From an optimization exercise on the open Yosys and OpenROAD flow, aimed at small area, a short achievable clock period and few clock cycles; shortcuts taken in it are not production practice.
Where RTL was checked, it was by simulation tests only, not by an equivalence proof against the original.
For runs 1 and 5, only the layout was checked, not whether the RTL still works.
Power is estimated from default activity; no workload was simulated.

**design/flow/run.sh**
```bash
#!/bin/bash
# synth_recipe.tcl (not shown) runs the flow's synth.tcl, then flattens the netlist and writes it again
# the make line also repeats each setting of config.mk as NAME=value (left out here)
make -C /OpenROAD-flow-scripts/flow DESIGN_CONFIG=/design/flow/config.mk WORK_HOME=/design/flow/orfs CLKGATE_MAP_FILE= SYNTH_SCRIPT=/design/flow/synth_recipe.tcl finish
```
**design/flow/config.mk**
```make
export PLATFORM = sky130hd
export DESIGN_NAME = infix_to_prefix_converter_unit
export DESIGN_NICKNAME = infix_to_prefix_converter_unit
export VERILOG_FILES = /design/flow/design.v
export SDC_FILE = /design/flow/constraint.sdc
export NUM_CORES = 4
export LEC_CHECK = 0
export CAP_MARGIN = 20
export CORE_MARGIN = 2
export CORE_UTILIZATION = 30
export SETUP_SLACK_MARGIN = 3.5
export SLEW_MARGIN = 20
export TNS_END_PERCENT = 30
```
**design/flow/constraint.sdc**
```tcl
create_clock -name core_clock -period 6.0 [get_ports {clk_i}]
set_input_delay 1.2000 -clock core_clock [delete_from_list [all_inputs] [get_ports {clk_i}]]
set_output_delay 1.2000 -clock core_clock [all_outputs]
set_load 0.01 [all_outputs]
```
**design/flow/design.v**
```verilog
module itp_ram (
  input  logic       clk_i,
  input  logic       wea_i,
  input  logic [7:0] wah_i,
  input  logic [7:0] wal_i,
  input  logic [7:0] wda_i,
  input  logic       web_i,
  input  logic [7:0] wbh_i,
  input  logic [7:0] wbl_i,
  input  logic [7:0] wdb_i,
  input  logic [7:0] rah_i,
  input  logic [7:0] ral_i,
  output logic [7:0] rda_o,
  input  logic [7:0] rbh_i,
  input  logic [7:0] rbl_i,
  output logic [7:0] rdb_o
);
  logic [7:0] mem_q [64];
  always_ff @(posedge clk_i) begin
    for (int i = 0; i < 64; i++) begin
      if (wea_i && wah_i[i / 8] && wal_i[i % 8])      mem_q[i] <= wda_i;
      else if (web_i && wbh_i[i / 8] && wbl_i[i % 8]) mem_q[i] <= wdb_i;
    end
  end
  always_comb begin
    logic [7:0] ga, gb;
    rda_o = '0;
    rdb_o = '0;
    for (int g = 0; g < 8; g++) begin
      ga = '0;
      gb = '0;
      for (int j = 0; j < 8; j++) begin
        ga = ga | (mem_q[8 * g + j] & {8{ral_i[j]}});
        gb = gb | (mem_q[8 * g + j] & {8{rbl_i[j]}});
      end
      rda_o = rda_o | (ga & {8{rah_i[g]}});
      rdb_o = rdb_o | (gb & {8{rbh_i[g]}});
    end
  end
endmodule
module itp_prec_unit (
  input  logic [7:0] c_i,
  output logic       operand_o,
  output logic       open_o,      
  output logic       close_o,     
  output logic       op_o,        
  output logic [2:0] ge_o
);
  assign operand_o = ((c_i >= 8'h61) && (c_i <= 8'h7A)) ||
                     ((c_i >= 8'h41) && (c_i <= 8'h5A)) ||
                     ((c_i >= 8'h30) && (c_i <= 8'h39));
  assign open_o    = (c_i == 8'h29);
  assign close_o   = (c_i == 8'h28);
  assign op_o      = !operand_o && !open_o && !close_o;
  assign ge_o[2] = (c_i == 8'h5E);
  assign ge_o[1] = ge_o[2] || (c_i == 8'h2A) || (c_i == 8'h2F);
  assign ge_o[0] = ge_o[1] || (c_i == 8'h2B) || (c_i == 8'h2D);
endmodule
module infix_to_prefix_converter_unit (
  input  logic       clk_i,
  input  logic       rst_ni,
  input  logic       s_axis_tvalid,
  output logic       s_axis_tready,
  input  logic [7:0] s_axis_tdata,    
  input  logic       s_axis_tlast,
  output logic       m_axis_tvalid,
  input  logic       m_axis_tready,
  output logic [7:0] m_axis_tdata,    
  output logic       m_axis_tlast,
  output logic [1:0] m_axis_tuser     
);
  localparam logic [7:0] CH_CLOSE = 8'h29;
  localparam logic [1:0] STAT_OK       = 2'd0;
  localparam logic [1:0] STAT_OVERFLOW = 2'd1;
  localparam logic [1:0] STAT_UNBAL    = 2'd2;
  localparam int SD = 65;   
  localparam int SW = 17;
  localparam int Y_OPD = 8, Y_OPN = 7, Y_CLS = 6, Y_OP = 5, Y_G3 = 4, Y_G2 = 3, Y_G1 = 2;
  localparam int Y_FIN = 1, Y_OVF = 0;
  function automatic logic [7:0] oh8(input logic [2:0] a);
    oh8 = 8'd1 << a;
  endfunction
  logic [6:0] wa_q;        
  logic [6:0] abase_q;     
  logic [6:0] acnt_q;      
  logic       aovf_q;      
  logic [7:0] aprev_q;     
  logic [6:0] used_q;      
  localparam int QA = 4;
  logic [2:0] qa_cnt_q;
  logic [$clog2(QA)-1:0] qa_h_q, qa_t_q;    
  logic [6:0] qa_b_q [QA];       
  logic [6:0] qa_n_q [QA];
  logic       qa_o_q [QA];
  logic [7:0] qa_c_q [QA];
  logic [7:0] qa_p_q [QA];
  logic        b_run_q;
  logic [7:0]  rph_q, rpl_q;    
  logic [6:0]  rem_q;      
  logic        finp_q;     
  logic [5:0]  wp_q;       
  logic [6:0]  mcnt_q;     
  logic [6:0]  bend_q;     
  logic [6:0]  blen_q;     
  logic [6:0]  gap_q;      
  logic          r_v_q;
  logic [7:0]    r_d_q;
  logic          r_fin_q;
  logic          f0_v_q, f1_v_q;
  logic [SW-1:0] f0_q, f1_q;
  logic [7:0] s0_q, s1_q;
  logic [7:0] sdp_q [SD-2];
  logic       pk_push_q, pk_pop_q;
  logic [7:0] pk_d_q;
  logic [6:0] sd_q;
  logic       sd0_q, sd1_q, sd2_q;   
  logic       dd_q;
  logic       s0_opn_q, s1_opn_q;
  logic [2:0] s0_ge_q, s1_ge_q;
  logic [1:0] qc_cnt_q;
  logic       qc_s_q  [2];
  logic [1:0] qc_st_q [2];
  logic [6:0] qc_lo_q [2];
  logic [6:0] qc_hi_q [2];
  logic [6:0] qc_fr_q [2];    
  logic        c_run_q;
  logic [6:0]  cp_q;       
  logic [7:0]  cph_q, cpl_q;    
  logic [6:0]  cend_q;
  logic       wqa_v_q, wqb_v_q;
  logic [7:0] wqa_h_q, wqa_l_q, wqb_h_q, wqb_l_q;
  logic [7:0] wqa_d_q, wqb_d_q;
  logic       ov_q;
  logic [7:0] od_q;
  logic       ol_q;
  logic [1:0] ou_q;
  logic       ram_wea, ram_web;
  logic [7:0] ram_wdb;
  logic [6:0] used_d;
  logic [7:0] ram_rda, ram_rdb;
  itp_ram u_ram (
    .clk_i (clk_i),
    .wea_i (wqa_v_q),
    .wah_i (wqa_h_q),
    .wal_i (wqa_l_q),
    .wda_i (wqa_d_q),
    .web_i (wqb_v_q),
    .wbh_i (wqb_h_q),
    .wbl_i (wqb_l_q),
    .wdb_i (wqb_d_q),
    .rah_i (rph_q),
    .ral_i (rpl_q),
    .rda_o (ram_rda),
    .rbh_i (cph_q),
    .rbl_i (cpl_q),
    .rdb_o (ram_rdb)
  );
  logic       a_full;
  logic       s_fire;
  logic       a_rel;
  logic       qa_push, qa_pop;
  logic [6:0] qa_push_n;
  logic       tready_q;    
  logic       aovf_d;
  logic [6:0] acnt_d;
  logic [2:0] qa_cnt_d;
  assign a_full        = aovf_q || acnt_q[6];
  assign s_axis_tready = tready_q;
  assign s_fire        = s_axis_tvalid && tready_q;
  assign ram_wea       = s_fire && !a_full;
  assign a_rel         = s_fire && s_axis_tlast && a_full;
  assign qa_push       = s_fire && s_axis_tlast;
  assign qa_push_n     = acnt_q + 7'd1;
  always_comb begin
    acnt_d = acnt_q;
    aovf_d = aovf_q;
    if (s_fire) begin
      if (s_axis_tlast) begin
        acnt_d = '0;
        aovf_d = 1'b0;
      end else if (a_full) begin
        aovf_d = 1'b1;
      end else begin
        acnt_d = acnt_q + 7'd1;
      end
    end
  end
  always_ff @(posedge clk_i or negedge rst_ni) begin
    if (!rst_ni) begin
      wa_q    <= '0;
      abase_q <= '0;
      acnt_q  <= '0;
      aovf_q  <= 1'b0;
    end else begin
      acnt_q <= acnt_d;
      aovf_q <= aovf_d;
      if (s_fire) begin
        if (s_axis_tlast && a_full) begin
          wa_q <= abase_q;           
        end else if (!a_full) begin
          wa_q <= wa_q + 7'd1;
          if (s_axis_tlast) abase_q <= wa_q + 7'd1;
        end
      end
    end
  end
  assign qa_cnt_d = qa_cnt_q + {2'b0, qa_push} - {2'b0, qa_pop};
  always_ff @(posedge clk_i or negedge rst_ni) begin
    if (!rst_ni) begin
      tready_q <= 1'b1;
    end else begin
      tready_q <= (qa_cnt_d != 3'(QA)) && (aovf_d || acnt_d[6] || !used_d[6]);
    end
  end
  always_ff @(posedge clk_i) begin
    if (s_fire) aprev_q <= s_axis_tdata;
  end
  always_ff @(posedge clk_i or negedge rst_ni) begin
    if (!rst_ni) begin
      wqa_v_q <= 1'b0;
      wqb_v_q <= 1'b0;
    end else begin
      wqa_v_q <= ram_wea;
      wqb_v_q <= ram_web;
    end
  end
  always_ff @(posedge clk_i) begin
    wqa_h_q <= oh8(wa_q[5:3]);
    wqa_l_q <= oh8(wa_q[2:0]);
    wqa_d_q <= s_axis_tdata;
    wqb_h_q <= oh8(wp_q[5:3]);
    wqb_l_q <= oh8(wp_q[2:0]);
    wqb_d_q <= ram_wdb;
  end
  always_ff @(posedge clk_i or negedge rst_ni) begin
    if (!rst_ni) begin
      used_q   <= '0;
      qa_cnt_q <= '0;
      qa_h_q   <= '0;
      qa_t_q   <= '0;
    end else begin
      used_q   <= used_d;
      qa_cnt_q <= qa_cnt_d;
      qa_h_q   <= qa_h_q + $bits(qa_h_q)'(qa_pop);
      qa_t_q   <= qa_t_q + $bits(qa_t_q)'(qa_push);
    end
  end
  always_ff @(posedge clk_i) begin
    if (qa_cnt_q != 3'(QA)) begin
      qa_b_q[qa_t_q] <= a_full ? abase_q : (wa_q + 7'd1);
      qa_n_q[qa_t_q] <= qa_push_n;
      qa_o_q[qa_t_q] <= a_full;
      qa_c_q[qa_t_q] <= s_axis_tdata;
      qa_p_q[qa_t_q] <= aprev_q;
    end
  end
  logic [6:0] hq_b, hq_n;
  logic       hq_o;
  logic [7:0] hq_c, hq_p;
  assign hq_b = qa_b_q[qa_h_q];
  logic [5:0] hq_r;
  assign hq_r = hq_b[5:0] - 6'd3;
  assign hq_n = qa_n_q[qa_h_q];
  assign hq_o = qa_o_q[qa_h_q];
  assign hq_c = qa_c_q[qa_h_q];
  assign hq_p = qa_p_q[qa_h_q];
  logic       rc_opd, rc_opn, rc_cls, rc_op;
  logic [2:0] rc_ge;
  logic       lc_opd, lc_opn, lc_cls, lc_op;
  logic [2:0] lc_ge;
  logic       pc_opd, pc_opn, pc_cls, pc_op;
  logic [2:0] pc_ge;
  logic       s2_opd_unused, s2_opn, s2_cls_unused, s2_op_unused;
  logic [2:0] s2_ge;
  itp_prec_unit u_rcls (
    .c_i (r_d_q), .operand_o (rc_opd), .open_o (rc_opn), .close_o (rc_cls), .op_o (rc_op),
    .ge_o (rc_ge)
  );
  itp_prec_unit u_lcls (
    .c_i (hq_c), .operand_o (lc_opd), .open_o (lc_opn), .close_o (lc_cls), .op_o (lc_op),
    .ge_o (lc_ge)
  );
  itp_prec_unit u_pcls (
    .c_i (hq_p), .operand_o (pc_opd), .open_o (pc_opn), .close_o (pc_cls), .op_o (pc_op),
    .ge_o (pc_ge)
  );
  logic [7:0] s2_d;
  assign s2_d = pk_pop_q ? sdp_q[1] : (pk_push_q ? pk_d_q : sdp_q[0]);
  itp_prec_unit u_scls (
    .c_i (s2_d), .operand_o (s2_opd_unused), .open_o (s2_opn), .close_o (s2_cls_unused),
    .op_o (s2_op_unused), .ge_o (s2_ge)
  );
  logic [SW-1:0] r_sym, lc_sym, pc_sym, fin_sym, ovf_sym;
  assign r_sym   = r_fin_q ? fin_sym
                           : {r_d_q, rc_opd, rc_opn, rc_cls, rc_op, rc_ge, 1'b0, 1'b0};
  assign lc_sym  = {hq_c, lc_opd, lc_opn, lc_cls, lc_op, lc_ge, 1'b0, 1'b0};
  assign pc_sym  = {hq_p, pc_opd, pc_opn, pc_cls, pc_op, pc_ge, 1'b0, 1'b0};
  assign fin_sym = {8'h00, 1'b0, 1'b0, 1'b1, 1'b0, 3'b000, 1'b1, 1'b0};
  assign ovf_sym = {8'h00, 1'b0, 1'b0, 1'b0, 1'b0, 3'b000, 1'b0, 1'b1};
  logic       step;
  logic       adv;          
  logic       emit;         
  logic       emit_s;       
  logic       s_push, s_pop, s_repl;
  logic       dd_set, dd_clr;
  logic       fin;
  logic [1:0] fin_st;
  logic       pop0, pop1;
  logic       b_start;
  logic       qc_push, qc_pop;
  logic       qc_push_s;
  logic [1:0] qc_push_st;
  logic [6:0] qc_push_lo, qc_push_hi, qc_push_fr;
  logic [6:0] bend_m1, gap_m1;
  function automatic logic popc(input logic [2:0] c, input logic [2:0] t);
    popc = c[2] ? t[2] : (t[2] || (t[1] && !c[1]) || (t[0] && !c[0]));
  endfunction
  assign step = f0_v_q && !qc_cnt_q[1];    
  assign pop0 = popc(f0_q[Y_G3:Y_G1], s0_ge_q);
  assign pop1 = popc(f0_q[Y_G3:Y_G1], s1_ge_q);
  always_comb begin
    adv    = 1'b0;
    emit   = 1'b0;
    emit_s = 1'b0;
    s_push = 1'b0;
    s_pop  = 1'b0;
    s_repl = 1'b0;
    dd_set = 1'b0;
    dd_clr = 1'b0;
    fin    = 1'b0;
    fin_st = STAT_OK;
    if (step) begin
      if (f0_q[Y_OVF]) begin
        fin    = 1'b1;
        fin_st = STAT_OVERFLOW;
      end else if (f0_q[Y_OPD]) begin
        emit = 1'b1;
        adv  = 1'b1;
      end else if (f0_q[Y_OPN]) begin
        if (dd_q) begin
          s_repl = 1'b1;
          dd_clr = 1'b1;
        end else begin
          s_push = 1'b1;
        end
        adv = 1'b1;
      end else if (dd_q) begin
        if (f0_q[Y_OP] && !sd1_q && !pop1) begin
          s_repl = 1'b1;
          adv    = 1'b1;
        end else begin
          s_pop = 1'b1;
        end
        dd_clr = 1'b1;
      end else if (sd0_q) begin
        fin    = 1'b1;
        fin_st = STAT_UNBAL;
      end else if (f0_q[Y_CLS]) begin
        if (s0_opn_q) begin
          s_pop = 1'b1;
          adv   = 1'b1;
          if (f0_q[Y_FIN]) begin
            fin    = 1'b1;
            fin_st = sd1_q ? STAT_OK : STAT_UNBAL;
          end
        end else if (s1_opn_q && !sd1_q) begin
          emit   = 1'b1;
          emit_s = 1'b1;
          if (f0_q[Y_FIN]) begin
            fin    = 1'b1;
            fin_st = sd2_q ? STAT_OK : STAT_UNBAL;
          end else begin
            s_pop  = 1'b1;
            adv    = 1'b1;
            dd_set = 1'b1;
          end
        end else begin
          emit   = 1'b1;
          emit_s = 1'b1;
          s_pop  = 1'b1;
        end
      end else if (pop0) begin
        emit   = 1'b1;
        emit_s = 1'b1;
        if (sd1_q || !pop1) begin
          s_repl = 1'b1;
          adv    = 1'b1;
        end else begin
          s_pop = 1'b1;
        end
      end else begin
        s_push = 1'b1;
        adv    = 1'b1;
      end
    end
  end
  assign ram_web = emit;
  assign ram_wdb = emit_s ? s0_q : f0_q[SW-1:SW-8];
  assign b_start    = (!b_run_q || fin) && (qa_cnt_q != 3'd0);
  assign qa_pop     = b_start;
  assign qc_push    = fin;
  assign qc_push_s  = (fin_st != STAT_OK) || ((mcnt_q == '0) && !emit);
  assign qc_push_st = fin_st;
  assign bend_m1    = bend_q - mcnt_q - 7'd1;
  assign gap_m1     = gap_q - 7'd1;
  assign qc_push_lo = emit ? bend_m1 : (bend_q - mcnt_q);
  assign qc_push_hi = bend_q;
  assign qc_push_fr = qc_push_s ? blen_q : (emit ? gap_m1 : gap_q);
  logic          a0_v, a1_v;
  logic [SW-1:0] a0, a1;
  logic          mv;        
  logic          fetch;     
  always_comb begin
    if (adv) begin
      a0_v = f1_v_q;
      a0   = f1_q;
      a1_v = 1'b0;
    end else begin
      a0_v = f0_v_q;
      a0   = f0_q;
      a1_v = f1_v_q;
    end
    a1 = f1_q;
    mv = r_v_q && !a1_v;
    if (mv) begin
      if (!a0_v) begin
        a0_v = 1'b1;
        a0   = r_sym;
      end else begin
        a1_v = 1'b1;
        a1   = r_sym;
      end
    end
    fetch = b_run_q && ((rem_q != '0) || finp_q) && (!r_v_q || mv);
  end
  always_ff @(posedge clk_i or negedge rst_ni) begin
    if (!rst_ni) begin
      b_run_q <= 1'b0;
      rem_q   <= '0;
      finp_q  <= 1'b0;
      r_v_q   <= 1'b0;
      f0_v_q  <= 1'b0;
      f1_v_q  <= 1'b0;
      sd_q    <= '0;
      sd0_q   <= 1'b1;
      sd1_q   <= 1'b0;
      sd2_q   <= 1'b0;
      dd_q    <= 1'b0;
      mcnt_q  <= '0;
    end else if (b_start) begin
      b_run_q <= 1'b1;
      rem_q   <= (hq_o || (hq_n == 7'd1)) ? 7'd0 : (hq_n - 7'd2);
      finp_q  <= !hq_o && (hq_n != 7'd1);
      r_v_q   <= 1'b0;
      f0_v_q  <= 1'b1;
      f1_v_q  <= !hq_o;
      sd_q    <= 7'd1;
      sd0_q   <= 1'b0;
      sd1_q   <= 1'b1;
      sd2_q   <= 1'b0;
      dd_q    <= 1'b0;
      mcnt_q  <= '0;
    end else begin
      if (fin) b_run_q <= 1'b0;
      if (fetch) begin
        if (rem_q != '0) rem_q  <= rem_q - 7'd1;
        else             finp_q <= 1'b0;
      end
      r_v_q  <= (fetch || (r_v_q && !mv)) && !fin;
      f0_v_q <= a0_v && !fin;
      f1_v_q <= a1_v && !fin;
      if (s_push) begin
        sd_q  <= sd_q + 7'd1;
        sd0_q <= 1'b0;
        sd1_q <= sd0_q;
        sd2_q <= sd1_q;
      end else if (s_pop) begin
        sd_q  <= sd_q - 7'd1;
        sd0_q <= sd1_q;
        sd1_q <= sd2_q;
        sd2_q <= (sd_q == 7'd3);
      end
      if (dd_set)      dd_q <= 1'b1;
      else if (dd_clr) dd_q <= 1'b0;
      if (emit) mcnt_q <= mcnt_q + 7'd1;
    end
  end
  always_ff @(posedge clk_i) begin
    if (b_start) begin
      rph_q  <= oh8(hq_r[5:3]);
      rpl_q  <= oh8(hq_r[2:0]);
      blen_q <= hq_o ? 7'd0 : hq_n;
      gap_q  <= hq_n;
      wp_q   <= hq_b[5:0] - 6'd1;
      bend_q <= hq_b;
      f0_q   <= hq_o ? ovf_sym : lc_sym;
      f1_q   <= (hq_n == 7'd1) ? fin_sym : pc_sym;
    end else begin
      if (fetch && (rem_q != '0)) begin
        rpl_q <= {rpl_q[0], rpl_q[7:1]};
        if (rpl_q[0]) rph_q <= {rph_q[0], rph_q[7:1]};
      end
      if (emit) wp_q <= wp_q - 6'd1;
      if (emit) gap_q <= gap_m1;
      f0_q <= a0;
      f1_q <= a1;
    end
    if (fetch) begin
      r_d_q   <= ram_rda;
      r_fin_q <= (rem_q == '0);
    end
  end
  always_ff @(posedge clk_i) begin
    if (b_start) begin
      s0_q     <= CH_CLOSE;
      s0_opn_q <= 1'b1;
      s0_ge_q  <= 3'b000;
    end else if (s_push) begin
      s0_q     <= f0_q[SW-1:SW-8];
      s0_opn_q <= f0_q[Y_OPN];
      s0_ge_q  <= f0_q[Y_G3:Y_G1];
      s1_q     <= s0_q;
      s1_opn_q <= s0_opn_q;
      s1_ge_q  <= s0_ge_q;
    end else if (s_pop) begin
      s0_q     <= s1_q;
      s0_opn_q <= s1_opn_q;
      s0_ge_q  <= s1_ge_q;
      s1_q     <= s2_d;
      s1_opn_q <= s2_opn;
      s1_ge_q  <= s2_ge;
    end else if (s_repl) begin
      s0_q     <= f0_q[SW-1:SW-8];
      s0_opn_q <= f0_q[Y_OPN];
      s0_ge_q  <= f0_q[Y_G3:Y_G1];
    end
    pk_d_q <= s1_q;
    if (pk_push_q) begin
      for (int i = SD - 3; i > 0; i--) sdp_q[i] <= sdp_q[i-1];
      sdp_q[0] <= pk_d_q;
    end else if (pk_pop_q) begin
      for (int i = 0; i < SD - 3; i++) sdp_q[i] <= sdp_q[i+1];
    end
  end
  always_ff @(posedge clk_i or negedge rst_ni) begin
    if (!rst_ni) begin
      pk_push_q <= 1'b0;
      pk_pop_q  <= 1'b0;
    end else begin
      pk_push_q <= s_push && !b_start;
      pk_pop_q  <= s_pop && !b_start;
    end
  end
  always_ff @(posedge clk_i or negedge rst_ni) begin
    if (!rst_ni) begin
      qc_cnt_q <= '0;
    end else begin
      qc_cnt_q <= qc_cnt_q + {1'b0, qc_push} - {1'b0, qc_pop};
    end
  end
  always_ff @(posedge clk_i) begin
    if (qc_pop) begin
      qc_s_q[0]  <= qc_s_q[1];
      qc_st_q[0] <= qc_st_q[1];
      qc_lo_q[0] <= qc_lo_q[1];
      qc_hi_q[0] <= qc_hi_q[1];
      qc_fr_q[0] <= qc_fr_q[1];
    end
    if (qc_push) begin
      if ((qc_cnt_q == 2'd0) || ((qc_cnt_q == 2'd1) && qc_pop)) begin
        qc_s_q[0]  <= qc_push_s;
        qc_st_q[0] <= qc_push_st;
        qc_lo_q[0] <= qc_push_lo;
        qc_hi_q[0] <= qc_push_hi;
        qc_fr_q[0] <= qc_push_fr;
      end else begin
        qc_s_q[1]  <= qc_push_s;
        qc_st_q[1] <= qc_push_st;
        qc_lo_q[1] <= qc_push_lo;
        qc_hi_q[1] <= qc_push_hi;
        qc_fr_q[1] <= qc_push_fr;
      end
    end
  end
  logic       e1v_q;
  logic [7:0] e1d_q;
  logic       e1l_q;
  logic [1:0] e1u_q;
  logic       cx_v_q;
  logic [7:0] cx_d_q;
  logic       cx_l_q;
  logic       c_room;
  logic       o_pop;
  logic       c_take;
  logic       c_rd;
  logic       c_add;
  logic [7:0] lo_d;
  logic       lo_l;
  logic [1:0] lo_u;
  logic       c_last;
  logic [6:0] cf;
  logic [5:0] qc_lo6;
  assign c_room = !(ov_q && e1v_q);
  assign o_pop  = ov_q && m_axis_tready;
  assign c_take = c_room && cx_v_q;
  assign c_rd   = c_run_q && (!cx_v_q || c_take);
  assign c_last = ((cp_q + 7'd1) == cend_q);
  assign qc_pop = !c_run_q && (qc_cnt_q != 2'd0) && (!qc_s_q[0] || (c_room && !cx_v_q));
  assign c_add  = c_take || (qc_pop && qc_s_q[0]);
  assign lo_d   = cx_v_q ? cx_d_q : 8'h00;
  assign lo_l   = cx_v_q ? cx_l_q : 1'b1;
  assign lo_u   = cx_v_q ? STAT_OK : qc_st_q[0];
  assign qc_lo6 = qc_lo_q[0][5:0];
  logic [6:0] used_p1;
  assign cf      = c_rd ? 7'd1 : (qc_pop ? qc_fr_q[0] : 7'd0);
  assign used_p1 = used_q + 7'd1;
  always_comb begin
    used_d = ram_wea ? (used_p1 - cf) : (used_q - cf);
    if (a_rel) used_d[6] = !used_d[6];
  end
  always_ff @(posedge clk_i or negedge rst_ni) begin
    if (!rst_ni) begin
      c_run_q <= 1'b0;
      cp_q    <= '0;
      cx_v_q  <= 1'b0;
      ov_q    <= 1'b0;
      e1v_q   <= 1'b0;
    end else begin
      if (c_run_q) begin
        if (c_rd) begin
          cp_q <= cp_q + 7'd1;
          if (c_last) c_run_q <= 1'b0;
        end
      end else if (qc_pop) begin
        if (qc_s_q[0]) begin
          cp_q <= qc_hi_q[0];
        end else begin
          cp_q    <= qc_lo_q[0];
          c_run_q <= 1'b1;
        end
      end
      if (c_rd)        cx_v_q <= 1'b1;
      else if (c_take) cx_v_q <= 1'b0;
      if (ov_q && !o_pop) begin
        if (!e1v_q) e1v_q <= c_add;
      end else if (e1v_q) begin
        ov_q  <= 1'b1;
        e1v_q <= c_add;
      end else begin
        ov_q  <= c_add;
        e1v_q <= 1'b0;
      end
    end
  end
  always_ff @(posedge clk_i) begin
    if (c_rd) begin
      cx_d_q <= ram_rdb;
      cx_l_q <= c_last;
      cpl_q  <= {cpl_q[6:0], cpl_q[7]};
      if (cpl_q[7]) cph_q <= {cph_q[6:0], cph_q[7]};
    end else if (!c_run_q && qc_pop) begin
      cph_q <= oh8(qc_lo6[5:3]);
      cpl_q <= oh8(qc_lo6[2:0]);
    end
    if (qc_pop && !qc_s_q[0]) cend_q <= qc_hi_q[0];
    if (ov_q && !o_pop) begin
      if (!e1v_q) begin
        e1d_q <= lo_d;
        e1l_q <= lo_l;
        e1u_q <= lo_u;
      end
    end else if (e1v_q) begin
      od_q  <= e1d_q;
      ol_q  <= e1l_q;
      ou_q  <= e1u_q;
      e1d_q <= lo_d;
      e1l_q <= lo_l;
      e1u_q <= lo_u;
    end else begin
      od_q <= lo_d;
      ol_q <= lo_l;
      ou_q <= lo_u;
    end
  end
  assign m_axis_tvalid = ov_q;
  assign m_axis_tdata  = od_q;
  assign m_axis_tlast  = ol_q;
  assign m_axis_tuser  = ou_q;
endmodule
```
==> run summary, run 1 <==
placer congestion estimate=~0.89; clock sink count=~1.5k; clock buffer count from CTS=around 160; # hold bufs at CTS=0; top-count cell post-synth=edfxtp_1; WS Path Type=reg2reg; CP Launch Type=register; status=complete, no violations; Die Area=between 200,000 and 250,000 sq um; core area=approximately 230,000 sq um; CTS tree=done; reg2reg path depth=14; I/O pins=26; Slew @ Worst Pin=~1.2 ns; Row Count=roughly 180; Critical Path AT=3.76 ns; required time of the critical path=between 6 and 7 ns; initial core utilization=between 30% and 40%; hold depth=0; Syn-to-layout area delta=15.7%; post-synthesis net count=~5.2k; Slew headroom=between 10% and 20%; Top FF cell, synth=edfxtp_1; drt wl/cell=around 25 um; antenna violations before repair=7; Setup violations, final=0; Hold Violations, Final=0; gr ovfl total=0; CTS clk-pin slew, worst paths=roughly 0.060 ns; Leak=between 20 and 30 nW; largest net degree at the start of global routing=148; Tcrit/Tclk final=roughly half; maximum fanout along the worst path=5; routed wl met2=roughly 90 mm; peak supply drop=between 0.4 and 0.5 mV; post-synthesis cell count=5,095; Clock Latency Late Sink=0.81 ns; M1 WL=approximately 84 mm; Port-buffer cells=25; RSZ-0062 raised after global routing=yes; Final Instance Area=about 82,000 sq um; DRT Pass-1 Iters=9; Placed Area=about 74,000 sq um; Final nets=between 5k and 6k; distinct cell type count after synthesis=82; Slew Limit Fails=0; final cell count without fillers=roughly 8.4k; DP HPWL=~120 mm; hold path start=s1_q[4]; area leader, netlist=edfxtp_1; top routing layer in use=met5; FF+latch count, synth=approximately 1.5k; share of layout cells above drive strength 1=approximately a third; placed insts=around 8k; YS warnings=9; Longest Clk Path Bufs=3; WL met3=approximately 21 mm; Post-synth EDFFs=around 1.3k; total track usage=between 10% and 20%; DR vias/cell=5.52; Synth async-reset ratio=5.60%; # H-tree levels=4; max_cap viols=0; synthesized area per cell=13.9 sq um; final WL=between 200 and 250 mm; Total Neg Setup Slack=0 ns; first-pass GRT wire length=between 300 and 400 mm; fmax=roughly 0.33 GHz; final core occ=a little over a third; Mapped Area=70,700 sq um; reg2reg start=e1v_q; Worst Hold Class=reg2reg; Die Height=slightly below 500 um; die width=roughly 490 um; sequential element share of the synthesized area=61.4%; Crit. Startpoint=e1v_q; clock root buffer=clkbuf_16; vias=~46k; initial drt markers=~6.1k; Max Clock Skew=between 0.02 and 0.03 ns; Detail Route Antenna Nets=0; DRC viols=0; top cells by count, synth=edfxtp_1 (1,299), mux2_2 (1,032), a22oi_1 (579); Yosys top cell area share=a little under three fifths; top cells by area, synth=edfxtp_1 (55%), mux2_2 (16%), a22oi_1 (6.1%); Tmin final=approximately 3 ns; fillers=about 23k; PwrDens=around 530 nW/um^2; CP Capture Type=register; vias in the first global route=around 46k
placed cells by master (no fill, tap or decap), types with 36 or more instances in the layout:
cell / n
a21oi_1: 63
a22oi_1: 563
buf_4: 136
buf_6: 47
clkbuf_16: 166
dfrtp_1: 71
dfxtp_1: 91
edfxtp_1: 1299
inv_1: 64
mux2_2: 1030
mux2i_1: 62
nand2_1: 379
nand4_1: 155
nor2_1: 102
o21ai_0: 117
xnor2_1: 36
timing repair:
| action | CTS | global route |
|---|---|---|
| endpoints found under the setup margin | 1029 | 859 |
| gates resized for setup | 299 | 91 |
| pin swaps | 55 | 46 |
| endpoints found under the hold margin | 0 | 0 |
| cloned | 10 | 3 |
| buffers inserted | 94 | 26 |
power breakdown:
group | internal [mW] | switching, mW | total (mW) | leakage (nW)
clock | 5.49 | 4.30 | 9.79 | 2.51
combinational | 6.69 | 10.2 | 16.9 | 10.5
sequential | 14.7 | 1.88 | 16.6 | 12.4
total | 26.9 | 16.4 | 43.3 | 25.4
final cells by class:
class / instances / area, sq um / area share (%)
Tap cell: 3150 / 3940 / 4.82
Multi-Input combinational cell: 3104 / 26400 / 32.3
Sequential cell: 1499 / 43500 / 53.2
Clock buffer: 211 / 4430 / 5.42
Timing Repair Buffer: 230 / 2410 / 2.95
Antenna cell: 5 / 12.5 / 0.0153
Clock inverter: 81 / 723 / 0.884
Timing Repair inverter: 1 / 11.3 / 0.0138
Inverter: 74 / 332 / 0.405
layer usage:
metal	vias to the layer above	global-route usage, %
li1	19800	-
met1	23100	22.3
met2	2633	25.2
met3	598	3.97
met4	10	7.93
met5	-	0
through the flow:
step | hold WS (ns) | power (mW) | worst slack [ns]
4_1_cts | 0.365 | 42.5 | 3.00
6_report | 0.369 | 43.3 | 2.96
3_3_place_gp | 0.374 | 30.7 | 1.76
5_1_grt | 0.363 | 45.1 | 2.86
3_5_place_dp | 0.366 | 31.1 | 1.70
2_1_floorplan | 0.348 | 26.3 | 0.856
worst paths after layout:
check | endpoint | slack (ns)
min in group asynchronous | wa_q[3] | 0.49
hold / removal | pk_d_q[4] | 0.37
setup reg to reg | tready_q | 2.96
max in group asynchronous | pk_pop_q | 4.38
setup / recovery | tready_q | 2.96
hold reg to reg | pk_d_q[4] | 0.37
state kept, by name (all words and copies together), names as in the netlist, 14 cells and up:
register	count
qa_n_q	28
qc_lo_q	14
qa_c_q	32
f1_q	16
f0_q	17
sdp_q	504
qc_fr_q	14
qa_b_q	28
u_ram.mem_q	512
qa_p_q	32
qc_hi_q	14
cell families after synthesis:
family | count (synthesis) | synth area share (%)
compound gates | 946 | 9.43
xor+xnor | 77 | 0.954
fa+ha+maj | 51 | 0.987
buf+inv | 496 | 2.71
flops | 1499 | 61.4
mux | 1129 | 18.4
simple gates | 897 | 6.14
critical path: stages (launching register included):
cell,delay (ns)
dfrtp_4,0.49
nand2_4,0.08
nand2b_4,0.11
a21o_4,0.27
clkinv_8,0.07
nand2_4,0.06
ha_4,0.17
fa_2,0.45
nor2b_4,0.15
a221o_1,0.31
a21oi_2,0.13
xor2_1,0.20
a21oi_2,0.09
xnor2_2,0.17
a32oi_1,0.19
==> run 2: changes to the inputs <==
--- a/design/flow/design.v
+++ b/design/flow/design.v
@@ -243,4 +243,4 @@
       qa_cnt_q <= qa_cnt_d;
-      qa_h_q   <= qa_h_q + $bits(qa_h_q)'(qa_pop);
-      qa_t_q   <= qa_t_q + $bits(qa_t_q)'(qa_push);
+      if (qa_pop)  qa_h_q <= qa_h_q + 1'b1;
+      if (qa_push) qa_t_q <= qa_t_q + 1'b1;
     end
@@ -600,3 +600,2 @@
   logic       c_last;
-  logic [6:0] cf;
   logic [5:0] qc_lo6;
@@ -613,7 +612,10 @@
   assign qc_lo6 = qc_lo_q[0][5:0];
-  logic [6:0] used_p1;
-  assign cf      = c_rd ? 7'd1 : (qc_pop ? qc_fr_q[0] : 7'd0);
+  logic [6:0] used_p1, used_m1, used_f, used_pf;
   assign used_p1 = used_q + 7'd1;
+  assign used_m1 = used_q - 7'd1;
+  assign used_f  = used_q - qc_fr_q[0];
+  assign used_pf = used_p1 - qc_fr_q[0];
   always_comb begin
-    used_d = ram_wea ? (used_p1 - cf) : (used_q - cf);
+    if (ram_wea) used_d = c_rd ? used_q : (qc_pop ? used_pf : used_p1);
+    else         used_d = c_rd ? used_m1 : (qc_pop ? used_f : used_q);
     if (a_rel) used_d[6] = !used_d[6];
--- a/design/flow/config.mk
+++ b/design/flow/config.mk
@@ -9,3 +9,3 @@
 export CORE_MARGIN = 2
-export CORE_UTILIZATION = 30
+export CORE_UTILIZATION = 45
 export SETUP_SLACK_MARGIN = 3.5
==> run summary, run 2 <==
Synth async-reset ratio=5.60% (unchanged); Total Neg Setup Slack=0 ns (unchanged); biggest regs=u_ram.mem_q x512, sdp_q x504 (unchanged); # H-tree levels=4 (unchanged); Worst Hold Class=reg2reg (unchanged); CTS tree=done (unchanged); slowest stage delay, CP=1.03 ns (was 0.49 ns); Port-buffer cells=25 (unchanged); Setup violations, final=0 (unchanged); clock buffer count from CTS=164 (was 162); fillers=13.2k (was 22.6k); Placed Area=73,100 sq um (was 74,000 sq um); Top FF cell, synth=edfxtp_1 (unchanged); CTS clk-pin slew, worst paths=0.06 ns (about the same); Slew @ Worst Pin=1.07 ns (was 1.21 ns); Detail Route Antenna Nets=0 (unchanged); Tcrit/Tclk final=46.4% (was 50.7%); drt wl/cell=28.5 um (was 24.7 um); Cell Chain, Critical Path=nand2_1 -> nand2_1 (was nand2_4 -> nand2b_4 -> a21o_4 -> clkinv_8 -> nand2_4 -> ha_4 -> fa_2 -> nor2b_4 -> a221o_1 -> a21oi_2 -> xor2_1 -> a21oi_2 -> xnor2_2 -> a32oi_1); Final nets=5,245 (was 5,136); Top delay family on crit path=simple AND/OR/NAND/NOR gates (was compound AO/OA/AOI/OAI gates); Slew Limit Fails=0 (unchanged); Die Height=401 um (was 489 um); Fin Hold WS=0.406 ns (was 0.369 ns); Critical Path AT=3.21 ns (was 3.76 ns); post-synthesis net count=5,246 (was 5,159); clock sink count=1,499 (unchanged); Clock Latency Late Sink=0.80 ns (was 0.81 ns); Yosys top cell area share=54.9% (was 55.2%); status=complete, no violations (unchanged); Final Instance Area=81,400 sq um (was 81,800 sq um); WS Path Type=reg2reg (unchanged); CP Launch Type=register (unchanged); Adder-Cell Fraction of Synth Area=0.968% (was 0.987%); Die Area=161,000 sq um (was 240,000 sq um); synthesized area per cell=13.7 sq um (was 13.9 sq um); multiplexer share of the synthesized area=18.1% (was 18.4%); top-count cell post-synth=edfxtp_1 (unchanged); largest reg by FF count=u_ram.mem_q (unchanged); reg2reg path depth=2 (was 14); total track usage=24.7% (was 16.6%); distinct cell type count after synthesis=88 (was 82); peak supply drop=0.369 mV (was 0.459 mV); Longest Clk Path Bufs=3 (unchanged); initial drt markers=6,145 (was 6,148); Leak=25.8 nW (was 25.4 nW); XOR/XNOR Fraction of Synth Area=0.986% (was 0.954%); Mapped Area=71,100 sq um (was 70,700 sq um); top cells by area, synth=edfxtp_1 (55%), mux2_2 (16%), a22oi_1 (6.2%) (was edfxtp_1 (55%), mux2_2 (16%), a22oi_1 (6.1%)); Max Clock Skew=0.0316 ns (was 0.0298 ns); PwrDens=540 nW/um^2 (was 530 nW/um^2); sequential element share of the synthesized area=61.1% (was 61.4%); I/O pins=26 (unchanged); DRC viols=0 (unchanged); hold depth=0 (unchanged); Slew headroom=28.6% (was 19.1%); DRT Pass-1 Iters=6 (was 9); required time of the critical path=6.43 ns (was 6.72 ns); commonest non-fill, non-tap cell in the layout=edfxtp_1 (unchanged); Row Count=145 (was 178); final WL=210 mm (was 206 mm); max reg flops=512 (unchanged); first-pass GRT wire length=299 mm (was 302 mm); Hold Violations, Final=0 (unchanged); fmax=0.359 GHz (was 0.329 GHz); Slowest cell on crit path=dfxtp_1 (was dfrtp_4); clock root buffer=clkbuf_16 (unchanged); max_cap viols=0 (unchanged); most frequent cells in the layout=edfxtp_1 (1,299), mux2_2 (1,037), a22oi_1 (547) (was edfxtp_1 (1,299), mux2_2 (1,030), a22oi_1 (563)); Levels on crit path=2 (was 14); CP most frequent cell=nand2_1; largest family of logic cells by synthesized area=multiplexers (unchanged); FF+latch count, synth=1,499 (unchanged); post-synthesis simple-gate area fraction=6.43% (was 6.14%); Compound-Gate Fraction of Synth Area=9.74% (was 9.43%); share of layout cells above drive strength 1=33.5% (about the same); area leader, netlist=edfxtp_1 (unchanged); YS warnings=9 (unchanged); maximum fanout along the worst path=9 (was 5); DP HPWL=117 mm (was 119 mm); vias in the first global route=45.1k (was 45.7k); # hold bufs at CTS=0 (unchanged); antenna violations before repair=7 (unchanged); die width=401 um (was 489 um); vias=46.7k (was 46.1k); Syn-to-layout area delta=14.6% (was 15.7%); Tmin final=2.79 ns (was 3.04 ns); top cells by count, synth=edfxtp_1 (1,299), mux2_2 (1,038), a22oi_1 (590) (was edfxtp_1 (1,299), mux2_2 (1,032), a22oi_1 (579)); post-synthesis cell count=5,181 (was 5,095); placer congestion estimate=0.943 (was 0.892); initial core utilization=45.4% (was 30.1%); CP bufs+invs=0 (was 1); Post-synth EDFFs=1,299 (unchanged); largest net degree at the start of global routing=174 (was 148); core area=157,000 sq um (was 235,000 sq um); CP Capture Type=register (unchanged); RSZ-0062 raised after global routing=yes (unchanged); gr ovfl total=0 (unchanged); DR vias/cell=6.33 (was 5.52)
-- run 2: cell types whose count changed in the layout (fill, tap and decap cells not counted), moves of 14 or more --
cell and change:
mux2i_1 -15, a22oi_2 +26, clkbuf_16 +21, buf_4 +14, buf_6 -24, nor2_1 +17
a31oi_1 +18, a22oi_1 -16, nand3_1 +24, nand2_1 +47
-- run 2: repair_timing --
item | CTS | global route
pin swaps | 40 | 63
endpoints found under the setup margin | 1111 | 410
endpoints found under the hold margin | 0 | 0
resized for setup | 198 | 165
gates cloned | 9 | 19
buffers inserted | 72 | 60
-- run 2: where the power goes --
group          switching (mW)  internal, mW  leakage [nW]
logic                    10.4          7.04          10.8
registers                1.90          14.4          12.4
clock network            4.27          5.97          2.66
-- run 2: area by class of cell --
type / count / area (sq um) / area share [%]
Sequential cell: 1499 / 43500 / 53.4
Clock buffer: 224 / 4580 / 5.62
Tap cell: 2058 / 2570 / 3.16
Multi-Input combinational cell: 3178 / 26700 / 32.7
Inverter: 78 / 327 / 0.401
Timing Repair Buffer: 259 / 2950 / 3.62
Clock inverter: 83 / 846 / 1.04
Antenna cell: 3 / 7.51 / 0.00922
-- run 2: cells by family (layout without fill, tap and decap cells) --
| logic type | after synthesis | count (layout) |
|---|---|---|
| AOI/OAI and AO/OA | 974 | 974 |
| adders and majority gates | 52 | 52 |
| muxes | 1115 | 1115 |
| buffers and inverters | 506 | 644 |
| and+or+nand+nor | 955 | 957 |
| other | 0 | 3 |
| DFF | 1499 | 1499 |
| xor gates and xnor gates | 80 | 80 |
-- run 2: final timing paths --
path / to / slack, ns / startpoint
max: u_ram.mem_q[23][5] / 3.21 / wqa_l_q[7]
min: pk_d_q[6] / 0.41 / s1_q[6]
max reg2reg: u_ram.mem_q[23][5] / 3.21 / wqa_l_q[7]
min reg2reg: pk_d_q[6] / 0.41 / s1_q[6]
max in group asynchronous: e1v_q / 4.40 / rst_ni
min in group asynchronous: acnt_q[0] / 0.51 / rst_ni
-- run 2: per-stage QoR --
step | std cells | total power [mW] | utilization [%] | worst slack [ns]
5_1_grt | 7380 | 45.6 | 52.0 | 3.20
4_1_cts | 7300 | 42.2 | 51.0 | 3.20
3_5_place_dp | 6912 | 30.8 | 46.7 | 1.82
3_3_place_gp | 6912 | 30.5 | 46.7 | 1.85
6_report | 7382 | 44.0 | 52.0 | 3.21
2_1_floorplan | 5181 | 25.8 | - | 0.832
-- run 2: worst register-to-register path: stages (launching register included) --
cell	delay [ns]
dfxtp_1	1.03
nand2_1	0.73
nand2_1	0.67
-- run 2: per-layer routing --
layer  GRT usage [%]  up-vias  share of wire (%)
met1            33.3    23400                 40
met4            11.5        4                5.3
met2            37.7     2540                 45
met3            5.92      624                 10
li1                -    20200                  -
met5               0        -              0.013
Testbench counts of run 2, summed over its fixed seeds: cycles 7,804.
==> run 3: changes to the inputs <==
--- a/design/flow/config.mk
+++ b/design/flow/config.mk
@@ -7,2 +7,3 @@
 export LEC_CHECK = 0
+export ABC_AREA = 1
 export CAP_MARGIN = 20
==> run summary, run 3 <==
status=complete, no violations (unchanged); YS warnings=9 (unchanged); post-synthesis net count=7,589 (was 5,246); die width=403 um (was 401 um); CP Capture Type=primary output (was register); clock root buffer=clkbuf_16 (unchanged); post-synthesis cell count=7,524 (was 5,181); combinational share of power=39.9% (was 39.7%); drt wl/cell=23.0 um (was 28.5 um); Post-synth EDFFs=1,299 (unchanged); synthesized area per cell=9.50 sq um (was 13.7 sq um); fmax=0.356 GHz (was 0.359 GHz); vias=56.1k (was 46.7k); Setup violations, final=0 (unchanged); maximum fanout along the worst path=1 (was 9); final WL=222 mm (was 210 mm); Slew headroom=26.6% (was 28.6%); Clk pwr share=22.8% (was 23.3%); Max Clock Skew=0.0530 ns (was 0.0316 ns); distinct cell type count after synthesis=75 (was 88); # H-tree levels=4 (unchanged); Top delay family on crit path=flip-flops (was simple AND/OR/NAND/NOR gates); DRT Pass-1 Iters=6 (unchanged); DR vias/cell=5.82 (was 6.33); top cells by count, synth=nand2_1 (2,124), edfxtp_1 (1,299), o21ai_0 (1,111) (was edfxtp_1 (1,299), mux2_2 (1,038), a22oi_1 (590)); first-pass GRT wire length=328 mm (was 299 mm); largest net degree at the start of global routing=238 (was 174); total power=44.9 mW (was 44.0 mW); slowest stage delay, CP=0.55 ns (was 1.03 ns); Clock Latency Late Sink=0.83 ns (was 0.80 ns); sequential element share of the synthesized area=60.8% (was 61.1%); FF+latch count, synth=1,499 (unchanged); required time of the critical path=4.80 ns (was 6.43 ns); CP Launch Type=register (unchanged); Slowest cell on crit path=edfxtp_1 (was dfxtp_1); NetSw=18.5 mW (was 16.6 mW); top cells by area, synth=edfxtp_1 (55%), nand2_1 (11%), o21ai_0 (7.8%) (was edfxtp_1 (55%), mux2_2 (16%), a22oi_1 (6.2%)); Worst Hold Class=reg2reg (unchanged); switching share of power=41.2% (was 37.7%); Cell Chain, Critical Path=buf_2 (was nand2_1 -> nand2_1); CTS clk-pin slew, worst paths=0.06 ns (about the same); Mapped Area=71,500 sq um (was 71,100 sq um); peak supply drop=0.375 mV (was 0.369 mV); vias in the first global route=53.0k (was 45.1k); Slew Limit Fails=0 (unchanged); Tcrit/Tclk final=46.8% (was 46.4%); Hold Violations, Final=0 (unchanged); Tmin final=2.81 ns (was 2.79 ns); Critical Path AT=1.61 ns (was 3.21 ns); clock buffer count from CTS=164 (unchanged); Levels on crit path=1 (was 2); Top FF cell, synth=edfxtp_1 (unchanged); Leak=30.7 nW (was 25.8 nW); PwrDens=557 nW/um^2 (was 540 nW/um^2); Row Count=146 (was 145); I/O pins=26 (unchanged); Final nets=7,500 (was 5,245); Longest Clk Path Bufs=3 (unchanged); share of layout cells above drive strength 1=9.55% (was 33.5%); CTS tree=done (unchanged); DRC viols=0 (unchanged); antenna violations before repair=8 (was 7); Int Power=26.4 mW (was 27.4 mW); clock sink count=1,499 (unchanged); area leader, netlist=edfxtp_1 (unchanged); max_cap viols=0 (unchanged); Detail Route Antenna Nets=0 (unchanged); Die Area=162,000 sq um (was 161,000 sq um); reg2reg path depth=2 (unchanged); commonest non-fill, non-tap cell in the layout=nand2_1 (was edfxtp_1); Synth async-reset ratio=5.60% (unchanged); Syn-to-layout area delta=12.8% (was 14.6%); biggest regs=u_ram.mem_q x512, sdp_q x504 (unchanged); WS Path Type=reg2out (was reg2reg); hold depth=0 (unchanged); Die Height=403 um (was 401 um); max reg flops=512 (unchanged); total track usage=26.7% (was 24.7%); most frequent cells in the layout=nand2_1 (2,107), edfxtp_1 (1,299), o21ai_0 (1,059) (was edfxtp_1 (1,299), mux2_2 (1,037), a22oi_1 (547)); top-count cell post-synth=nand2_1 (was edfxtp_1); largest reg by FF count=u_ram.mem_q (unchanged); sequential power share=37.4% (was 37.0%); Slew @ Worst Pin=1.09 ns (was 1.07 ns); placer congestion estimate=0.977 (was 0.943); core area=158,000 sq um (was 157,000 sq um); DP HPWL=136 mm (was 117 mm); Fin Hold WS=0.373 ns (was 0.406 ns); RSZ-0062 raised after global routing=yes (unchanged); # hold bufs at CTS=0 (unchanged); Port-buffer cells=25 (unchanged); gr ovfl total=0 (unchanged); Yosys top cell area share=54.6% (was 54.9%); initial drt markers=7,132 (was 6,145); CP bufs+invs=1 (was 0); initial core utilization=45.2% (was 45.4%)
run 3: cell types whose count changed after synthesis, moves of 127 or more:
cell | previous run | this run
nand2_1 | 441 | 2124
mux2_2 | 1038 | 15
o21ai_0 | 118 | 1111
a22oi_1 | 590 | 10
inv_1 | 73 | 587
a21oi_1 | 65 | 372
nor2_1 | 127 | 399
nand3_1 | 48 | 175
run 3: per-layer routing:
metal | share of wire (%) | global-route usage (%) | up-vias | wire length, um
met4 | 5.7 | 13.8 | 2 | 12500
met5 | 0.0054 | 0 | - | 12
met1 | 40 | 35.6 | 26700 | 87800
met2 | 44 | 41.1 | 2963 | 98400
met3 | 10 | 5.87 | 658 | 23200
li1 | - | - | 25800 | -
run 3: final cells by class:
cell class              instances  area [sq um]
repair buffers                221          2320
flip-flops and latches       1499         43500
multi-input cells            4919         24300
well taps                    2072          2590
diodes                          3          7.51
clock inverters                87          1010
clock buffers                 216          4440
inverters                     630          2500
fillers                     14200         77400
run 3: final timing paths:
path                             from  slack (ns)                 end
max                           od_q[2]        3.19     m_axis_tdata[2]
min reg2reg                   s1_q[7]        0.37           pk_d_q[7]
max reg2reg                wqa_l_q[6]        3.26  u_ram.mem_q[14][6]
min in group asynchronous      rst_ni        0.44             sd_q[5]
max in group asynchronous      rst_ni        4.36           used_q[1]
min                           s1_q[7]        0.37           pk_d_q[7]
run 3: timing repair:
action,CTS,global route
endpoints found under the hold margin,0,0
pin swaps,21,34
buffers inserted,41,30
endpoints found under the setup margin,1050,741
gates cloned,8,4
resized for setup,192,141
run 3: power by group through the flow:
stage               Sequential (mW)  Combinational (mW)  Clock (mW)
finish                         16.8                17.9        10.2
global route                   17.0                19.5        10.8
CTS                            16.8                16.8        10.4
detailed placement             17.0                15.9           0
global placement               16.9                15.6           0
floorplan                      16.5                11.0           0
run 3: kinds of logic after synthesis:
| kind of cell | share of synthesized area [%] |
|---|---|
| simple gates | 16.7 |
| compound gates | 14.3 |
| flops | 60.8 |
| buf+inv | 6.21 |
| xor+xnor | 0.819 |
| fa+ha+maj | 0.963 |
| mux | 0.236 |
run 3: through the flow:
stage	instance area, sq um	cells	setup TNS (ns)	worst slack [ns]	util, %
after CTS	79800	9609	0	3.10	50.5
final	80600	9647	0	3.19	51.0
after floorplan	71500	7524	-1314.47	-2.65	-
after global routing	80600	9644	0	3.13	51.0
after global placement	73200	9255	0	1.91	46.3
after detailed placement	73300	9257	0	1.92	46.4
==> run 4: changes to the inputs <==
--- a/design/flow/config.mk
+++ b/design/flow/config.mk
@@ -7,6 +7,5 @@
 export LEC_CHECK = 0
-export ABC_AREA = 1
 export CAP_MARGIN = 20
 export CORE_MARGIN = 2
-export CORE_UTILIZATION = 45
+export CORE_UTILIZATION = 30
 export SETUP_SLACK_MARGIN = 3.5
==> run summary, run 4 <==
combinational share of power=39.5% (was 39.9%); biggest regs=u_ram.mem_q x512, sdp_q x504 (unchanged); Tcrit/Tclk final=46.2% (was 46.8%); max_cap viols=0 (unchanged); synthesized area per cell=13.7 sq um (was 9.50 sq um); I/O pins=26 (unchanged); clock root buffer=clkbuf_16 (unchanged); drt wl/cell=24.7 um (was 23.0 um); NetSw=16.4 mW (was 18.5 mW); Tmin final=2.77 ns (was 2.81 ns); post-synthesis net count=5,246 (was 7,589); DRT Pass-1 Iters=8 (was 6); # H-tree levels=4 (unchanged); required time of the critical path=6.44 ns (was 4.80 ns); Hold Violations, Final=0 (unchanged); vias in the first global route=45.7k (was 53.0k); Worst Hold Class=reg2reg (unchanged); Row Count=178 (was 146); antenna violations before repair=5 (was 8); FF+latch count, synth=1,499 (unchanged); Slew Limit Fails=0 (unchanged); Clock Latency Late Sink=0.82 ns (was 0.83 ns); YS warnings=9 (unchanged); largest reg by FF count=u_ram.mem_q (unchanged); gr ovfl total=0 (unchanged); CTS tree=done (unchanged); top cells by area, synth=edfxtp_1 (55%), mux2_2 (16%), a22oi_1 (6.2%) (was edfxtp_1 (55%), nand2_1 (11%), o21ai_0 (7.8%)); final cell count without fillers=8,440 (was 9,647); placed insts=8,000 (was 9,257); Int Power=27.0 mW (was 26.4 mW); Top FF cell, synth=edfxtp_1 (unchanged); Syn-to-layout area delta=15.8% (was 12.8%); Slew headroom=26.7% (was 26.6%); Mapped Area=71,100 sq um (was 71,500 sq um); Synth async-reset ratio=5.60% (unchanged); status=complete, no violations (unchanged); DRC viols=0 (unchanged); placer congestion estimate=0.898 (was 0.977); peak supply drop=0.416 mV (was 0.375 mV); Fin Hold WS=0.369 ns (was 0.373 ns); maximum fanout along the worst path=9 (was 1); first-pass GRT wire length=301 mm (was 328 mm); sequential element share of the synthesized area=61.1% (was 60.8%); die width=491 um (was 403 um); post-synthesis cell count=5,181 (was 7,524); distinct cell type count after synthesis=88 (was 75); RSZ-0062 raised after global routing=yes (unchanged); share of layout cells above drive strength 1=33.3% (was 9.55%); Max Clock Skew=0.0269 ns (was 0.0530 ns); most frequent cells in the layout=edfxtp_1 (1,299), mux2_2 (1,034), a22oi_1 (554) (was nand2_1 (2,107), edfxtp_1 (1,299), o21ai_0 (1,059)); Yosys top cell area share=54.9% (was 54.6%); vias=46.5k (was 56.1k); core area=235,000 sq um (was 158,000 sq um); fmax=0.361 GHz (was 0.356 GHz); largest net degree at the start of global routing=200 (was 238); CP Launch Type=register (unchanged); Setup violations, final=0 (unchanged); Total Neg Setup Slack=0 ns (unchanged); PwrDens=527 nW/um^2 (was 557 nW/um^2); Leak=25.6 nW (was 30.7 nW); Post-synth EDFFs=1,299 (unchanged); initial core utilization=30.2% (was 45.2%); Die Height=491 um (was 403 um); pre-CTS setup slack=1.97 ns (was 1.92 ns); initial drt markers=6,601 (was 7,132); DP HPWL=121 mm (was 136 mm); total track usage=16.4% (was 26.7%); top cells by count, synth=edfxtp_1 (1,299), mux2_2 (1,038), a22oi_1 (590) (was nand2_1 (2,124), edfxtp_1 (1,299), o21ai_0 (1,111)); Critical Path AT=3.21 ns (was 1.61 ns); WS Path Type=reg2reg (was reg2out); Port-buffer cells=25 (unchanged); clock sink count=1,499 (unchanged); Clk pwr share=23.0% (was 22.8%); Slew @ Worst Pin=1.10 ns (was 1.09 ns); Longest Clk Path Bufs=3 (unchanged); top-count cell post-synth=edfxtp_1 (was nand2_1); final setup margin=3.23 ns (was 3.19 ns); fillers=22.5k (was 14.2k); CTS clk-pin slew, worst paths=0.06 ns (about the same); DR vias/cell=5.51 (was 5.82); Die Area=241,000 sq um (was 162,000 sq um); CP Capture Type=register (was primary output); total power=43.4 mW (was 44.9 mW); Detail Route Antenna Nets=0 (unchanged); commonest non-fill, non-tap cell in the layout=edfxtp_1 (was nand2_1); switching share of power=37.8% (was 41.2%); final WL=209 mm (was 222 mm); max reg flops=512 (unchanged); clock buffer count from CTS=157 (was 164); sequential power share=37.6% (was 37.4%); Final nets=5,220 (was 7,500); area leader, netlist=edfxtp_1 (unchanged)
==> run 4: changes by cell type after synthesis, moves of 47 or more <==
cell,delta
a21oi_1,-307
a221oi_1,-80
a22oi_1,+580
buf_1,+48
buf_2,-64
inv_1,-514
mux2_2,+1023
mux2i_1,+47
nand2_1,-1683
nand3_1,-127
nor2_1,-272
o21ai_0,-993
==> run 4: kinds of logic (layout without fill, tap and decap cells) <==
kind of cell	count (synthesis)	count (layout)	synth area share, %
compound gates	974	974	9.74
xor+xnor	80	80	0.986
fa+ha+maj	52	52	0.968
buf+inv	506	611	2.71
flops	1499	1499	61.1
mux	1115	1115	18.1
other cells	0	3	0
simple gates	955	956	6.43
==> run 4: power groups by stage <==
stage                     Clock, mW  Combinational, mW  Sequential [mW]
after CTS                      10.2               15.8             16.2
after global placement            0               14.1             16.4
after floorplan                   0               10.5             15.3
final                          9.96               17.1             16.3
after detailed placement          0               14.4             16.4
after global routing           10.5               18.1             16.4
==> run 4: layout make-up <==
cell class / instances / area (sq um) / share of cell area (%)
clock inverter: 82 / 917 / 1.11
multi-input combinational: 3177 / 26600 / 32.4
inverter: 78 / 337 / 0.409
sequential: 1499 / 43500 / 52.9
antenna: 3 / 7.51 / 0.00912
tap: 3150 / 3940 / 4.79
timing repair buffer: 240 / 2650 / 3.22
timing repair inverter: 2 / 11.3 / 0.0137
clock buffer: 209 / 4290 / 5.21
==> run 4: worst paths after layout <==
path | cells past startpoint | slack [ns] | to | start
worst max-delay path | 2 | 3.23 | u_ram.mem_q[21][5] | wqa_l_q[5]
worst min-delay path | 0 | 0.37 | pk_d_q[3] | s1_q[3]
worst max register to register | 2 | 3.23 | u_ram.mem_q[21][5] | wqa_l_q[5]
worst min register to register | 0 | 0.37 | pk_d_q[3] | s1_q[3]
max in group asynchronous | 2 | 4.36 | qa_h_q[1] | rst_ni
min in group asynchronous | 1 | 0.40 | pk_pop_q | rst_ni
==> run 4: metrics by stage <==
step                instance area, sq um  util (%)
floorplan                          71100         -
global placement                   74400      31.6
detailed placement                 74400      31.6
CTS                                81000      34.4
global route                       82300      34.9
finish                             82300      35.0
==> run 4: repair_timing <==
| action | 4_1_cts | 5_1_grt |
|---|---|---|
| resized for setup | 240 | 157 |
| pin swaps | 49 | 55 |
| gates cloned | 11 | 5 |
| setup endpoints to repair | 909 | 733 |
| hold buffers | 0 | 0 |
| setup buffers | 65 | 64 |
==> run 4: layer usage <==
layer	part of all wire, %	track usage, %
met1	39	21.3
met2	45	25.3
met3	10	4.28
met4	5.5	8.20
met5	0.0048	0
==> run 4: critical path, cell delays in order, from the launching register on <==
cell and delay, ns:
dfxtp_1 1.02, nand2_1 0.70, nand2_1 0.68
==> run 5: changes to the inputs <==
--- a/design/flow/design.v
+++ b/design/flow/design.v
@@ -209,3 +209,3 @@
     if (!rst_ni) begin
-      tready_q <= 1'b1;
+      tready_q <= 1'b0;
     end else begin
==> run summary, run 5 <==
Slew headroom=24.5% (was 26.7%); final setup margin=3.16 ns (was 3.23 ns); PwrDens=534 nW/um^2 (was 527 nW/um^2); WS Path Type=reg2reg (unchanged); R2R Setup Slk=3.16 ns (was 3.23 ns); top-count cell post-synth=edfxtp_1 (unchanged); Die Height=491 um (about the same); Setup violations, final=0 (unchanged); Tcrit/Tclk final=47.4% (was 46.2%); Longest Clk Path Bufs=3 (unchanged); final cell count without fillers=8,511 (was 8,440); Critical Path AT=3.26 ns (was 3.21 ns); Fin Hold WS=0.359 ns (was 0.369 ns); Row Count=178 (unchanged); Syn-to-layout area delta=17.2% (was 15.8%); top cells by area, synth=edfxtp_1 (55%), mux2_2 (16%), a22oi_1 (6.2%) (unchanged); maximum fanout along the worst path=9 (unchanged); # H-tree levels=4 (unchanged); Placed Area=74,400 sq um (about the same); largest net degree at the start of global routing=167 (was 200); Cell Chain, Critical Path=nand2_1 -> nand2_1 (unchanged); core area=235,000 sq um (unchanged); CP Launch Type=register (unchanged); peak supply drop=0.424 mV (was 0.416 mV); CTS clk-pin slew, worst paths=0.06 ns (about the same); placed insts=8,007 (was 8,000); post-synthesis cell count=5,181 (unchanged); FF+latch count, synth=1,499 (unchanged); post-synthesis net count=5,246 (unchanged); status=complete, no violations (unchanged); biggest regs=u_ram.mem_q x512, sdp_q x504 (unchanged); clock root buffer=clkbuf_16 (unchanged); antenna violations before repair=18 (was 5); RSZ-0062 raised after global routing=yes (unchanged); commonest non-fill, non-tap cell in the layout=edfxtp_1 (unchanged); Die Area=241,000 sq um (about the same); Final nets=5,291 (was 5,220); Max Clock Skew=0.0461 ns (was 0.0269 ns); required time of the critical path=6.42 ns (was 6.44 ns); Levels on crit path=2 (unchanged); placer congestion estimate=0.893 (was 0.898); Worst R2R End=u_ram.mem_q[53][2] (was u_ram.mem_q[21][5]); fmax=0.352 GHz (was 0.361 GHz); Clock Latency Late Sink=0.82 ns (about the same); reg2reg start=wqa_l_q[5] (unchanged); CTS tree=done (unchanged); DP HPWL=120 mm (was 121 mm); max_cap viols=0 (unchanged); GRT busiest layer=met2 (unchanged); CP Capture Type=register (unchanged); CP most frequent cell=nand2_1 (unchanged); Mapped Area=71,100 sq um (about the same); Worst Hold Class=in2async (was reg2reg); met2 usage=25.2% (was 25.3%); slowest stage delay, CP=1.07 ns (was 1.02 ns); YS warnings=9 (unchanged); most frequent cells in the layout=edfxtp_1 (1,299), mux2_2 (1,038), a22oi_1 (543) (was edfxtp_1 (1,299), mux2_2 (1,034), a22oi_1 (554)); top cells by count, synth=edfxtp_1 (1,299), mux2_2 (1,038), a22oi_1 (590) (unchanged); Slowest cell on crit path=dfxtp_1 (unchanged); final WL=218 mm (was 209 mm); pre-CTS setup slack=1.90 ns (was 1.97 ns); Slew Limit Fails=0 (unchanged); first-pass GRT wire length=305 mm (was 301 mm); GRT met1 Usage=21.2% (was 21.3%); Final Instance Area=83,300 sq um (was 82,300 sq um); die width=491 um (about the same); clock buffer count from CTS=154 (was 157); vias=47.6k (was 46.5k); drt wl/cell=25.6 um (was 24.7 um); synthesized area per cell=13.7 sq um (about the same); Top delay family on crit path=simple AND/OR/NAND/NOR gates (unchanged); fillers=22.5k (about the same); gr ovfl total=0 (unchanged); initial core utilization=30.2% (about the same); Post-synth EDFFs=1,299 (unchanged); Synth async-reset ratio=5.60% (unchanged); Slew @ Worst Pin=1.13 ns (was 1.10 ns); Top FF cell, synth=edfxtp_1 (unchanged); Port-buffer cells=25 (unchanged); area leader, netlist=edfxtp_1 (unchanged); max reg flops=512 (unchanged); DRC viols=0 (unchanged); share of layout cells above drive strength 1=34.0% (was 33.3%); clock sink count=1,499 (unchanged); CP bufs+invs=0 (unchanged); final core occ=35.4% (was 35.0%); Tmin final=2.84 ns (was 2.77 ns); total track usage=16.7% (was 16.4%); vias in the first global route=46.2k (was 45.7k); DRT Pass-1 Iters=7 (was 8); Total Neg Setup Slack=0 ns (unchanged); sequential element share of the synthesized area=61.1% (about the same); # hold bufs at CTS=0 (unchanged); reg2reg path depth=2 (unchanged); largest reg by FF count=u_ram.mem_q (unchanged); Hold Violations, Final=0 (unchanged); total power=44.5 mW (was 43.4 mW); Yosys top cell area share=54.9% (about the same); DR vias/cell=5.60 (was 5.51); I/O pins=26 (unchanged); initial drt markers=6,300 (was 6,601); Leak=26.1 nW (was 25.6 nW); GR Util met3=5.39% (was 4.28%); Detail Route Antenna Nets=0 (unchanged); distinct cell type count after synthesis=88 (unchanged)
## run 5: cell count changes after synthesis, sizes merged
cell,delta
dfstp,-1
dfrtp,+1
## run 5: cells by family (layout without fill, tap and decap cells)
logic type	after synthesis	in the layout	synth area share, %
adder cells (fa/ha/maj)	52	52	0.968
AO/OA/AOI/OAI	974	975	9.74
AND/OR/NAND/NOR	955	957	6.43
buffers and inverters	506	677	2.71
multiplexers	1115	1115	18.1
flip-flops	1499	1499	61.1
other	0	6	0
XOR/XNOR	80	80	0.986
## run 5: worst reg2reg max path: stages, from the launching register on
cell,delay (ns)
dfxtp_1,1.07
nand2_1,0.71
nand2_1,0.68
## run 5: area by class of cell
type	instances	area (sq um)	share of cell area, %
sequential	1499	43500	52.2
antenna	6	15.0	0.0180
multi-input combinational	3179	26700	32.0
clock buffer	199	4160	4.99
inverter	78	335	0.403
tap	3150	3940	4.73
timing repair buffer	312	3650	4.38
clock inverter	86	1010	1.21
timing repair inverter	2	11.3	0.0135
## run 5: worst max path at each step
stage                        startpoint                  to  slack [ns]
after global placement    s_axis_tvalid            tready_q        1.85
after CTS                     qa_h_q[0]            f1_q[15]        3.18
final                        wqa_l_q[5]  u_ram.mem_q[53][2]        3.16
after floorplan               pk_push_q         sdp_q[0][0]        0.83
after detailed placement  s_axis_tvalid            tready_q        1.90
after global routing          qa_h_q[0]            f1_q[13]        3.14
## run 5: routing by layer
layer  up-vias  part of all wire, %
met4         8                  6.2
met3       707                   12
met1     23800                   38
met2      2892                   43
li1      20300                    -
met5         -                0.046
## run 5: power breakdown
part	switching, mW	internal (mW)
clock network	4.34	5.50
registers	1.89	14.4
logic	10.9	7.47
## run 5: what timing repair did
action | 4_1_cts | 5_1_grt
setup endpoints to repair | 996 | 810
resized for setup | 276 | 162
gates cloned | 13 | 25
setup buffers | 69 | 106
pin swaps | 44 | 76
endpoints found under the hold margin | 0 | 0

## what the ideal ports hide
In the flow no input, the clock included, has a driving cell. The finished layouts below were timed again as built, in two steps. Step 1 assumes that a clkbuf_16 drives the clock port and a buf_2 every other input. Step 2 also shifts input and output timing later by t, the mid clock arrival at the registers, as if the neighbouring blocks saw the same clock. a / b / c = ideal / step 1 / step 2; a / b = the first two.
run | shift t [ns] | setup WS [ns] | worst hold slack (ns) | worst setup path at the end
run 1 | 0.875 | 2.960 / 2.960 / 2.437 | 0.369 / 0.369 / 0.369 | input to register
run 2 | 0.866 | 3.213 / 3.213 / 2.601 | 0.406 / 0.406 / 0.406 | input to register
run 3 | 0.883 | 3.191 / 3.115 / 2.634 | 0.373 / 0.373 / 0.373 | input to register
run 4 | 0.875 | 3.228 / 3.194 / 2.438 | 0.369 / 0.369 / 0.369 | input to register
run 5 | 0.875 | 3.157 / 3.157 / 2.747 | 0.359 / 0.351 / 0.364 | input to register
After both steps every run listed still meets setup and hold. The setup slack of run 4, which loses most, moves by -0.034 ns with the drivers and by -0.790 ns with both steps.
